Background: an optimization exercise with open tools, aiming at small area, a short achievable clock period and few clock cycles per item. Do not read the settings as production practice. Function was checked by simulation only, so behaviour that the tests miss may differ from the original.

// yuv_to_rgb_top
module yuv_to_rgb_top (
	input logic CLOCK_50_I,
	input logic Resetn,
	input logic [31:0] in_pair,
	input logic in_valid,
	output logic in_ready,
	output logic [15:0] out_word,
	output logic out_valid,
	input logic out_ready
);
Size in the first run: roughly 380 flip-flops, ~54 I/O pins, ~0.023 mm2 of cells after synthesis.
==> flow/config.mk <==
export PLATFORM = sky130hd
export DESIGN_NAME = yuv_to_rgb_top
export DESIGN_NICKNAME = yuv_to_rgb_top
export VERILOG_FILES = /design/flow/design.v
export SDC_FILE = /design/flow/constraint.sdc
export NUM_CORES = 4
export LEC_CHECK = 0
export CAP_MARGIN = 20
export CORE_MARGIN = 2
export CORE_UTILIZATION = 40
export CTS_BUF_LIST = sky130_fd_sc_hd__clkbuf_16
export CTS_CLUSTER_DIAMETER = 100
export CTS_CLUSTER_SIZE = 25
export SLEW_MARGIN = 20
==> flow/constraint.sdc <==
create_clock -name core_clock -period 12.0 [get_ports {CLOCK_50_I}]
set_input_delay 2.4000 -clock core_clock [delete_from_list [all_inputs] [get_ports {CLOCK_50_I}]]
set_output_delay 2.4000 -clock core_clock [all_outputs]
set_load 0.01 [all_outputs]
standard.sh (not shown) runs the stock make flow with config.mk's settings and CLKGATE_MAP_FILE= SYNTH_SCRIPT=/design/flow/synth_recipe.tcl, a recipe that flattens the netlist after the stock synthesis.
==> flow/flow/run.sh <==
#!/bin/bash
# The standard layout (standard.sh) with two changes to how it is made; the
# clock period and constraints are unchanged:
# - ports get a plain buffer (buf_2) instead of the delay cell buffer_ports
#   picks by default;
# - ORFS's repair_timing is asked for a setup margin, so the resizer works on
#   paths longer than the period less the margin.
set -euo pipefail
MARGIN=8.5
sed "s|^make -C |make SETUP_SLACK_MARGIN=$MARGIN SKIP_GATE_CLONING=1 'BUFFER_PORTS_ARGS=-buffer_cell sky130_fd_sc_hd__buf_2' -C |" standard.sh > flow_margin.sh
grep -q "SETUP_SLACK_MARGIN=$MARGIN" flow_margin.sh
bash flow_margin.sh finish > make.log 2>&1
Testbench counts at the start, summed over its fixed seeds: cycles 23,360, items 7,680.
Next try:
--- a/flow/flow/run.sh
+++ b/flow/flow/run.sh
@@ -7,5 +7,5 @@
 #   paths longer than the period less the margin.
 set -euo pipefail
-MARGIN=8.5
+MARGIN=8.4
 sed "s|^make -C |make SETUP_SLACK_MARGIN=$MARGIN SKIP_GATE_CLONING=1 'BUFFER_PORTS_ARGS=-buffer_cell sky130_fd_sc_hd__buf_2' -C |" standard.sh > flow_margin.sh
 grep -q "SETUP_SLACK_MARGIN=$MARGIN" flow_margin.sh
What happened: Design area decreases slightly; count of clock-buffer cells in the layout decreases by 1; global-route usage decreases by 0.17 points; wire length went down slightly; maximum frequency is lower slightly.
Next try:
--- a/flow/flow/run.sh
+++ b/flow/flow/run.sh
@@ -7,5 +7,5 @@
 #   paths longer than the period less the margin.
 set -euo pipefail
-MARGIN=8.4
+MARGIN=8.5
 sed "s|^make -C |make SETUP_SLACK_MARGIN=$MARGIN SKIP_GATE_CLONING=1 'BUFFER_PORTS_ARGS=-buffer_cell sky130_fd_sc_hd__buf_2' -C |" standard.sh > flow_margin.sh
 grep -q "SETUP_SLACK_MARGIN=$MARGIN" flow_margin.sh
TNS_END_PERCENT = 0   (was unset)
Result: The changed run completed with no timing, DRC or antenna violations. Setup slack gets worse by 0.078 ns. Critical path depth increases by 11. Via count went down by 0.45%. Final cell count fell by 0.64%.
Next try:
--- a/flow/flow/run.sh
+++ b/flow/flow/run.sh
@@ -7,5 +7,5 @@
 #   paths longer than the period less the margin.
 set -euo pipefail
-MARGIN=8.5
+MARGIN=8.45
 sed "s|^make -C |make SETUP_SLACK_MARGIN=$MARGIN SKIP_GATE_CLONING=1 'BUFFER_PORTS_ARGS=-buffer_cell sky130_fd_sc_hd__buf_2' -C |" standard.sh > flow_margin.sh
 grep -q "SETUP_SLACK_MARGIN=$MARGIN" flow_margin.sh
TNS_END_PERCENT = unset   (was 0)
The new run completed without violations.
Utilization goes up by 0.58 points.
Routed wire length goes down by 0.89%.
Sequential share of layout area goes down by 0.56 points.
Design area goes up by 1.3%.
Cell count goes up by 0.57%.
Worst setup slack improves by 0.017 ns.
Fmax goes up by 0.46%.

-- afterwards: timing with drivers on the ports --
In the flow no input, the clock included, has a driving cell. The finished layouts below were timed again as built, in two steps.
Step 1, drivers: a clkbuf_16 drives CLOCK_50_I and a buf_2 each remaining input, both assumed.
Step 2, shift: input delay + t, output delay - t, t = (earliest + latest rising clock arrival at the registers) / 2. This alone moves slack from input paths to output paths.
a / b / c = no drivers / after step 1 / after step 2; a / b = the first two.
run | t (ns) | slack for setup (ns) | cell pins on the clock port's net
the first run | 0.590 | 8.476 / 8.423 / 8.044 | 1
the second run | 0.598 | 8.453 / 8.400 / 8.004 | 1
the third run | 0.601 | 8.375 / 8.364 / 7.908 | 1
the fourth run | 0.603 | 8.391 / 8.391 / 8.011 | 1
After both steps setup and hold are still met in every run listed. For the third run, which loses most, drivers alone change the setup slack by -0.011 ns; drivers and shift together by -0.467 ns.
